Source: an optimization exercise on an open RTL-to-GDS flow (aim: small area, a short achievable clock period and few clock cycles). Production flows keep margins and buffers that such runs may drop. Only simulation tests tie the RTL to the original design; equivalence was not proved.

## adc_divider_voltage_averager_core
module adc_divider_voltage_averager_core (
    input  logic        i_clk,
    input  logic        i_rst_n,
    input  logic        i_in_valid,
    output logic        o_in_ready,
    input  logic [15:0] i_in_data,    
    output logic        o_out_valid,
    input  logic        i_out_ready,
    output logic [23:0] o_out_data,   
    input  logic        i_cfg_we,
    input  logic [1:0]  i_cfg_idx,
    input  logic [12:0] i_cfg_data
);
Settings: LEC_CHECK=0, ABC_AREA=1, CAP_MARGIN=20, CORE_MARGIN=2, CORE_UTILIZATION=40, SLEW_MARGIN=20; clock period 12.0 ns.
run.sh (not shown) runs the stock make flow with config.mk's settings and CLKGATE_MAP_FILE= SYNTH_SCRIPT=/design/flow/synth_recipe.tcl, a recipe that flattens the netlist after the stock synthesis.
Testbench counts at the start, summed over its fixed seeds: cycles 3,480.
Edit:
--- a/flow/design.v
+++ b/flow/design.v
@@ -677,15 +677,15 @@
     localparam logic [17:0] NEG_DIGITS = 18'b001_001_001_001_001_001;
     logic [1:0]         r_m1op, r_csop;
     logic signed [29:0] r_a;
     logic [17:0]        r_sel, r_sel2, w_sel_x, w_sel_j;
     logic               r_m1first, r_m1last, r_csfirst, r_cslast;
     logic [41:0]        w_sa, w_sb, r_csa, r_csb, w_p;
     logic               r_jpend;
-    logic [16:0]        r_jp;    
+    logic [11:0]        r_jp;
     logic               w_vdone;
     logic               w_csa_op, w_jwant, w_job_go;
     logic [11:0]        w_mu;
     logic [27:0]        w_t;
     assign w_csa_op = (r_csop == OP_A);
     assign w_jwant  = w_vdone || r_jpend;
     assign w_job_go = w_jwant && !w_csa_op && !w_xon;
@@ -694,15 +694,15 @@
         .o_t (w_t)
     );
     adv_benc u_enc_x (
         .i_u   ({~r_xx[11], r_xx[10:0]}),
         .o_sel (w_sel_x)
     );
     adv_benc u_enc_j (
-        .i_u   (r_jpend ? r_jp[11:0] : w_mu),    
+        .i_u   (r_jpend ? r_jp : w_mu),    
         .o_sel (w_sel_j)
     );
     adv_mul u_mul (
         .i_a   (r_a),
         .i_sel (r_sel),
         .i_pa  (r_m1op == OP_A),
         .i_pb  (r_m1op == OP_B),
@@ -771,36 +771,38 @@
         end
         if (r_vv) begin
             r_acc <= w_acc;
         end
     end
     logic        r_ov;
     logic [16:0] r_omv;
+    logic [3:0]  r_och;
     logic        r_jzf;
+    logic [3:0]  r_jch;
     logic        r_jqv;
+    logic [16:0] r_jq;
     logic [16:0] w_mv;
     assign w_mu = w_acc[22] ? 12'h800 : {~w_acc[15], w_acc[14:4]};
     always_ff @(posedge i_clk) begin
         if (!i_rst_n) begin
             r_jpend <= 1'b0;
             r_jqv   <= 1'b0;
         end else begin
             r_jpend <= w_jwant && !w_job_go;
             r_jqv   <= (r_csop == OP_J);
         end
         if (w_vdone) begin
-            r_jp  <= 17'(w_mu);
+            r_jp  <= w_mu;
             r_jzf <= w_acc[22] && (r_ref != '0);
+            r_jch <= r_wch2;
         end
-        if (r_csop == OP_J) begin
-            r_jp <= w_p[40:24];
-        end
+        r_jq <= w_p[40:24];
     end
     adv_read u_read (
-        .i_mv   (r_jp),
+        .i_mv   (r_jq),
         .i_zero (r_jzf),
         .i_thr  (r_thr),
         .i_off  (r_off),
         .o_mv   (w_mv)
     );
     always_ff @(posedge i_clk) begin
         if (!i_rst_n) begin
@@ -808,18 +810,19 @@
         end else if (r_jqv) begin
             r_ov <= 1'b1;
         end else if (i_out_ready) begin
             r_ov <= 1'b0;
         end
         if (r_jqv) begin
             r_omv <= w_mv;
+            r_och <= r_jch;
         end
     end
     assign o_out_valid = r_ov;
-    assign o_out_data  = {3'b000, r_omv, r_wch2};
+    assign o_out_data  = {3'b000, r_omv, r_och};
     logic       r_pend;
     logic       w_pend_n;
     logic [3:0] w_cnt_n;
     logic       w_ton, r_ton1, r_ton2, r_ton3;
     logic       w_jwant_n, w_block;
     assign w_ton     = w_take & r_filter;
     assign w_cnt_n   = w_take ? r_cnt + 4'd1 : r_cnt;
Outcome: The new run ran to the end with no violations; routed wire length shrinks by about 4%; final area climbs by 1.5%; sequential share of layout area climbs by 1.1 points; via count decreases by about 0.6%; cell count increases by about 1.5%; register-to-register slack gets better by 0.17 ns; maximum frequency climbs by 4.3%.
Testbench counts after the change, summed over its fixed seeds: cycles 3,480.

==> separate check: timing with driven ports <==
The results above use ideal ports. As a check the final layouts listed here were re-extracted and re-timed, cells and wires unchanged. Step 1 sets driving cells, clkbuf_16 on the clock port and buf_2 on the other inputs (assumed; they add their load-dependent delay and slew). Step 2 adds t to the input delays and takes it off the output delays; t is the mean of the earliest and latest rising clock arrival at the registers after step 1. Input paths then give back, and output paths get back, about the clock's delay inside the block. a / b / c = ideal / step 1 / step 2; a / b = the first two.
run	shift t [ns]	setup WS [ns]	worst setup path after step 2
the first run	0.639	7.862 / 7.862 / 7.716	input to register
the second run	0.617	8.032 / 8.032 / 7.564	input to register
After both steps setup and hold are still met in every run listed. For the second run, which loses most, drivers alone change the setup slack by 0.000 ns; drivers and shift together by -0.468 ns.
